This design comes from an exercise in tuning for a short achievable clock period and few clock cycles per item on the open sky130 flow, not from production work. In this exercise RTL edits were held to simulation tests only and were not proved equivalent to the original. Power figures rest on the tool's default switching activity, not on a simulated workload.

File: flow/run.sh
#!/bin/bash
# synth_recipe.tcl (not shown) runs the flow's synth.tcl, then flattens the netlist and writes it again
# the make line also repeats each setting of config.mk as NAME=value (left out here)
make -C /OpenROAD-flow-scripts/flow DESIGN_CONFIG=/design/flow/config.mk WORK_HOME=/design/flow/orfs CLKGATE_MAP_FILE= SYNTH_SCRIPT=/design/flow/synth_recipe.tcl finish
File: flow/config.mk
export PLATFORM = sky130hd
export DESIGN_NAME = cache_sim_top
export DESIGN_NICKNAME = cache_sim_top
export VERILOG_FILES = /design/flow/design.v
export SDC_FILE = /design/flow/constraint.sdc
export NUM_CORES = 4
export LEC_CHECK = 0
export CAP_MARGIN = 20
export CORE_MARGIN = 2
export CORE_UTILIZATION = 40
export SLEW_MARGIN = 20
File: flow/constraint.sdc
create_clock -name core_clock -period 11.0 [get_ports {i_clk}]
set_input_delay 2.2000 -clock core_clock [delete_from_list [all_inputs] [get_ports {i_clk}]]
set_output_delay 2.2000 -clock core_clock [all_outputs]
set_load 0.01 [all_outputs]
File: flow/design.v
`timescale 1ns/1ps
`default_nettype none
module trace_sequencer (
	input wire logic i_clk,
	input wire logic i_reset,
	input wire logic i_req_valid,
	input wire logic [(4 + 32)-1:0] i_req,
	output logic o_req_ready,
	output logic [4-1:0] o_access,
	output logic [16-1:0] o_set,
	output logic [(32 - 4 - 6)-1:0] o_tag
);
	logic [3:0] cmd;
	logic [4-1:0] index;
	logic [4-1:0] access_q;
	logic [16-1:0] set_q;
	logic [(32 - 4 - 6)-1:0] tag_q;
	assign cmd = i_req[((4 + 32)-1):32];
	assign index = i_req[6 +: 4];
	assign o_req_ready = 1'b1;
	always_ff @(posedge i_clk) begin
		if (i_reset || !i_req_valid) begin
			access_q <= '0;
		end else begin
			access_q <= '0;
			case (cmd)
				4'd0: access_q[3] <= 1'b1;
				4'd1: access_q[2] <= 1'b1;
				4'd2: access_q[1] <= 1'b1;
				4'd8: access_q[0] <= 1'b1;
				default: access_q <= '0;
			endcase
		end
	end
	always_ff @(posedge i_clk) begin
		for (int s = 0; s < 16; s++) begin
			set_q[s] <= (int'(index) == s);
		end
		tag_q <= i_req[32-1 -: (32 - 4 - 6)];
	end
	assign o_access = access_q;
	assign o_set = set_q;
	assign o_tag = tag_q;
endmodule
`default_nettype wire
`timescale 1ns/1ps
`default_nettype none
module lru_ranker #(
	parameter int WAYS = 8,
	parameter int TAG_BITS = (32 - 4 - 6)
) (
	input wire logic i_clk,
	input wire logic i_reset,
	input wire logic i_clear,
	input wire logic i_touch,
	input wire logic [TAG_BITS-1:0] i_tag,
	output logic o_hit
);
	logic [WAYS-1:0][TAG_BITS-1:0] tag_q;
	logic [WAYS-1:0] valid_q;
	logic [WAYS-1:0] match;
	logic [WAYS-1:0] below;
	logic [WAYS-1:0] shift;
	always_comb begin
		for (int r = 0; r < WAYS; r++) begin
			match[r] = valid_q[r] && (tag_q[r] == i_tag);
		end
	end
	assign o_hit = |match;
	always_comb begin
		below[0] = match[0];
		for (int r = 1; r < WAYS; r++) begin
			below[r] = below[r-1] | match[r];
		end
		for (int r = 0; r < WAYS; r++) begin
			shift[r] = i_touch && (below[r] || !o_hit);
		end
	end
	always_ff @(posedge i_clk) begin
		if (i_reset || i_clear) begin
			valid_q <= '0;
		end else begin
			for (int r = 0; r < WAYS - 1; r++) begin
				if (shift[r]) begin
					valid_q[r] <= valid_q[r+1];
				end
			end
			if (i_touch) begin
				valid_q[WAYS-1] <= 1'b1;
			end
		end
	end
	always_ff @(posedge i_clk) begin
		for (int r = 0; r < WAYS - 1; r++) begin
			if (shift[r]) begin
				tag_q[r] <= tag_q[r+1];
			end
		end
		if (i_touch) begin
			tag_q[WAYS-1] <= i_tag;
		end
	end
endmodule
`default_nettype wire
`timescale 1ns/1ps
`default_nettype none
module tag_store #(
	parameter int TAG_BITS = (32 - 4 - 6),
	parameter int WAYS = 8
) (
	input wire logic i_clk,
	input wire logic i_reset,
	input wire logic i_clear,
	input wire logic i_access,
	input wire logic [16-1:0] i_set,
	input wire logic [TAG_BITS-1:0] i_tag,
	output logic o_hit
);
	logic [16-1:0] set_hit;
	logic hit;
	for (genvar s = 0; s < 16; s++) begin : g_set
		lru_ranker #(.WAYS(WAYS), .TAG_BITS(TAG_BITS)) u_set (
			.i_clk(i_clk),
			.i_reset(i_reset),
			.i_clear(i_clear),
			.i_touch(i_access && i_set[s]),
			.i_tag(i_tag),
			.o_hit(set_hit[s])
		);
	end
	assign hit = |(set_hit & i_set);
	always_ff @(posedge i_clk) begin
		o_hit <= hit;
	end
endmodule
`default_nettype wire
`timescale 1ns/1ps
`default_nettype none
module access_counters (
	input wire logic i_clk,
	input wire logic i_reset,
	input wire logic [4-1:0] i_access,
	input wire logic i_d_hit,
	input wire logic i_i_hit,
	output logic [(7 * 16)-1:0] o_stats
);
	logic [7-1:0][16-1:0] cnt_q;
	logic d_any;
	assign d_any = i_access[3] || i_access[2];
	always_ff @(posedge i_clk) begin
		if (i_reset || i_access[0]) begin
			cnt_q <= '0;
		end else begin
			if (i_access[3]) begin
				cnt_q[6] <= cnt_q[6] + 1'b1;
			end
			if (i_access[2]) begin
				cnt_q[5] <= cnt_q[5] + 1'b1;
			end
			if (i_access[1]) begin
				cnt_q[2] <= cnt_q[2] + 1'b1;
			end
			if (d_any) begin
				if (i_d_hit) begin
					cnt_q[4] <= cnt_q[4] + 1'b1;
				end else begin
					cnt_q[3] <= cnt_q[3] + 1'b1;
				end
			end
			if (i_access[1]) begin
				if (i_i_hit) begin
					cnt_q[1] <= cnt_q[1] + 1'b1;
				end else begin
					cnt_q[0] <= cnt_q[0] + 1'b1;
				end
			end
		end
	end
	assign o_stats = cnt_q;
endmodule
`default_nettype wire
`timescale 1ns/1ps
`default_nettype none
module cache_sim_top (
	input wire logic i_clk,
	input wire logic i_reset,
	input wire logic i_req_valid,
	input wire logic [(4 + 32)-1:0] i_req,
	output logic o_req_ready,
	output logic [(7 * 16)-1:0] o_stats
);
	logic [4-1:0] access;
	logic [16-1:0] set;
	logic [(32 - 4 - 6)-1:0] tag;
	logic d_access;
	logic d_hit;
	logic i_hit;
	logic [4-1:0] access_q;
	trace_sequencer u_seq (
		.i_clk(i_clk),
		.i_reset(i_reset),
		.i_req_valid(i_req_valid),
		.i_req(i_req),
		.o_req_ready(o_req_ready),
		.o_access(access),
		.o_set(set),
		.o_tag(tag)
	);
	assign d_access = access[3] | access[2];
	tag_store #(.TAG_BITS((32 - 4 - 6)), .WAYS(8)) u_d_tags (
		.i_clk(i_clk),
		.i_reset(i_reset),
		.i_clear(access[0]),
		.i_access(d_access),
		.i_set(set),
		.i_tag(tag),
		.o_hit(d_hit)
	);
	tag_store #(.TAG_BITS((32 - 4 - 6)), .WAYS(4)) u_i_tags (
		.i_clk(i_clk),
		.i_reset(i_reset),
		.i_clear(access[0]),
		.i_access(access[1]),
		.i_set(set),
		.i_tag(tag),
		.o_hit(i_hit)
	);
	always_ff @(posedge i_clk) begin
		if (i_reset) begin
			access_q <= '0;
		end else begin
			access_q <= access;
		end
	end
	access_counters u_counters (
		.i_clk(i_clk),
		.i_reset(i_reset),
		.i_access(access_q),
		.i_d_hit(d_hit),
		.i_i_hit(i_hit),
		.o_stats(o_stats)
	);
endmodule
`default_nettype wire
==> out/metrics.csv <==
metric,value,unit
Arrival @ worst endpoint,5960,ps
Die Ht,700,microns
minimum clock period,5110,ps
RSZ-0062 raised after global routing,no,
crit path capture type,flip-flop,
ys flop type,edfxtp_1,
ys async rst share,0,%
hold-critical path depth,0,
initial antenna violation count,7,
CP max stage delay,910,ps
GRT Residual Overflow,0,
Detail Placement HPWL,282,mm
GR Util All Layers,17.2,%
clk sink count,4576,
vias in the first global route,100642,
YS warnings,7,
Mapped Area,194000,sq um
final setup violating endpoints,0,
drt total wl,427,mm
run status,"complete, no violations",
Ports,152,
core box area,482000,sq um
mean post-synth cell area,15.7,sq um
Yosys cell types,92,
Pre-antenna DRT Iters,5,
synthesis-stage register bit count,4576,
Final Hold Vio Count,0,
CTS tree,yes,
H-tree depth,5,
Slew Limit Headroom,24.8,%
Hold Path Class,flip-flop to flip-flop,
final worst-path cycle share,46.4,%
Crit path top cell by count,nor4_1,
crit-path cells,"buf_4, buf_12, xor2_1, nor4_1, nand4_1, nor4_1, o31a_1, o21bai_4, mux2i_1, nor2_1",
row count,255,
first-pass GRT wire length,642,mm
Num CTS Buffers,458,
Initial Util,40.2,%
Layout Nets,12720,
sequential share of the synthesized area,69.1,%
Buffers on Ports,144,
Max Clk Rate,196,MHz
vias per inst,4.96,
DR vias,96680,
final hold slack,445,ps
number of synthesized flops with an enable pin,4224,
CTS root buf,clkbuf_16,
fillers,42136,
largest net degree at the start of global routing,113,
Routability Congestion,0.848,
Pwr Density,166,nW/um^2
syn nets,12397,
detailed-route DRC error count,0,
crit path kind,flip-flop to flip-flop,
max-cap violation count,0,
gate count of the mapped netlist,12351,
"Reg clk slew, reported paths",60,ps
most frequent cells in the layout,"edfxtp_1, xnor2_1, xor2_1",
Critical Path Source Type,flip-flop,
clock skew,63.3,ps
Final Max Tran Viols,0,
leakage power,66.1,nW
PostCTS Resize Cnt,0,
DRT iter0 DRCs,6657,
die width,700,microns
Routed wire per std cell,21.9,microns
"most common cell after layout, fill and taps aside",edfxtp_1,
setup TNS,0,ps
WP data required,11860,ps
Hold Buf Count CTS,0,
die area,490000,sq um
Layout area overhead,11.7,%
ANT nets after route,0,
maximum VDD drop,161,uV
Reg2Reg Depth,10,
clk latency of the worst-skew pair,1010,ps
fraction of layout cells with a size suffix above 1,8.41,%
CTS Buffer Depth,4,
highest-delay cell along the critical path,o31a_1,
setup bufs post-CTS,0,
slew of the pin with the lowest slew margin,1130,ps
CP max FO,71,
## Yosys cell counts (18+ instances only)
cell,instances,share of area [%]
buf_6,277,1.6
nand4_1,843,2.7
a22oi_1,27,0.10
and4_1,22,0.099
buf_4,164,0.63
dfxtp_1,352,3.6
a21oi_1,122,0.31
nand3_1,160,0.41
and3_1,38,0.12
mux2i_1,108,0.56
o21a_1,30,0.12
xnor2_1,2852,13
xor2_1,1471,6.6
nor2_1,405,0.78
nand2b_1,21,0.068
nor3_1,78,0.20
nor2b_1,18,0.058
nand2_1,197,0.38
edfxtp_1,4224,65
inv_1,49,0.095
nor4_1,442,1.4
or3_1,30,0.097
nand3b_1,43,0.17
clkbuf_1,55,0.11
and2_1,28,0.090
o21ai_0,66,0.17
## registers in the layout, indices dropped and copies added (netlist names)
name,cells
access_q,4
u_seq.access_q,4
u_d_tags.g_set.u_set.tag_q,2816
u_i_tags.o_hit,1
u_seq.tag_q,22
u_i_tags.g_set.u_set.valid_q,64
u_i_tags.g_set.u_set.tag_q,1408
u_counters.cnt_q,112
u_d_tags.o_hit,1
u_seq.set_q,16
u_d_tags.g_set.u_set.valid_q,128
## layer usage
layer / vias up / part of all wire [%] / GRT usage (%) / routed length, microns
li1: 45967 / - / - / -
met1: 48250 / 45 / 23.3 / 193000
met2: 1855 / 48 / 29.4 / 207000
met3: 608 / 3.8 / 1.96 / 16100
met4: 0 / 2.5 / 4.53 / 10900
met5: - / 0 / 0 / 0
## stage by stage
stage               util [%]  std cells  setup WS [ps]  power (mW)  instance area [sq um]
finish                  44.9      19511           5890        35.9                 217000
global route            44.9      19504           5600        37.1                 217000
CTS                     44.8      19501           5580        36.3                 216000
detailed placement      41.7      18637           5290        20.7                 201000
global placement        41.7      18635           5360        20.7                 201000
floorplan                  -      12351           6220        20.3                 194000
## cell families (layout without fill, tap and decap cells)
group,Yosys count,after routing,synth area share [%]
DFF,4576,4576,69.1
xor gates and xnor gates,4324,4324,19.5
and+or+nand+nor,2381,2381,6.86
buffers and inverters,575,1302,2.63
AOI/OAI and AO/OA,374,374,1.29
muxes,113,113,0.587
adders and majority gates,7,7,0.0452
other,1,9,0.00193
## area by class of cell
| cell class | count | area (sq um) | area share (%) |
|---|---|---|---|
| diodes | 8 | 20.0 | 0.00924 |
| clock buffers | 620 | 12600 | 5.84 |
| clock inverters | 244 | 2470 | 1.14 |
| inverters | 53 | 199 | 0.0919 |
| multi-input cells | 7200 | 55600 | 25.7 |
| flip-flops and latches | 4576 | 134000 | 61.9 |
| well taps | 6425 | 8040 | 3.71 |
| repair buffers | 385 | 3650 | 1.68 |
## path summary, 6_finish.rpt
check	start	to	slack [ps]
worst max-delay path	u_seq.tag_q[15]	u_i_tags.g_set[1].u_set.valid_q[2]	5890
worst min-delay path	u_i_tags.g_set[11].u_set.tag_q[37]	u_i_tags.g_set[11].u_set.tag_q[15]	450
worst max register to register	u_seq.tag_q[15]	u_i_tags.g_set[1].u_set.valid_q[2]	5890
worst min register to register	u_i_tags.g_set[11].u_set.tag_q[37]	u_i_tags.g_set[11].u_set.tag_q[15]	450
## where the power goes
group	leakage (nW)	internal [mW]	switching, mW	total (mW)
logic	17.9	0.529	0.932	1.46
registers	40.8	18.8	0.0672	18.8
clock network	7.41	9.06	6.58	15.6
total	66.1	28.4	7.58	35.9
## critical path: cells and delay by family, from the launching register on
kind | cells | cell delay (ps)
compound gates | 2 | 1410
xor+xnor | 1 | 140
buf+inv | 2 | 1240
flops | 1 | 800
mux | 1 | 260
simple gates | 4 | 900
Testbench counts, summed over its fixed seeds: cycles 16,016, items 16,000.

static timing again, ports no longer ideal:
Ports are ideal in the flow. The routed layout listed here was re-timed in OpenROAD.
Step 1 (the two cells are an assumption about what drives the block):
set clk [get_ports {i_clk}]
set_driving_cell -lib_cell sky130_fd_sc_hd__clkbuf_16 $clk
set_driving_cell -lib_cell sky130_fd_sc_hd__buf_2 [delete_from_list [all_inputs] $clk]
Step 2 adds t to the input delays and takes it off the output delays; t is the mean of the earliest and latest rising clock arrival at the registers after step 1. Input paths then give back, and output paths get back, about the clock's delay inside the block.
a / b / c = no drivers / after step 1 / after step 2; a / b = the first two.
shift t [ns]: 1.089
setup WS [ns]: 5.894 / 5.894 / 5.272
clock arrival spread, ns: 0.069 / 0.069
worst register clock-pin slew, ns: 0.07 / 0.07
cell pins on the clock port's net: 1
After both steps this run still meets setup and hold. The setup slack of this run moves by 0.000 ns with the drivers and by -0.622 ns with both steps.
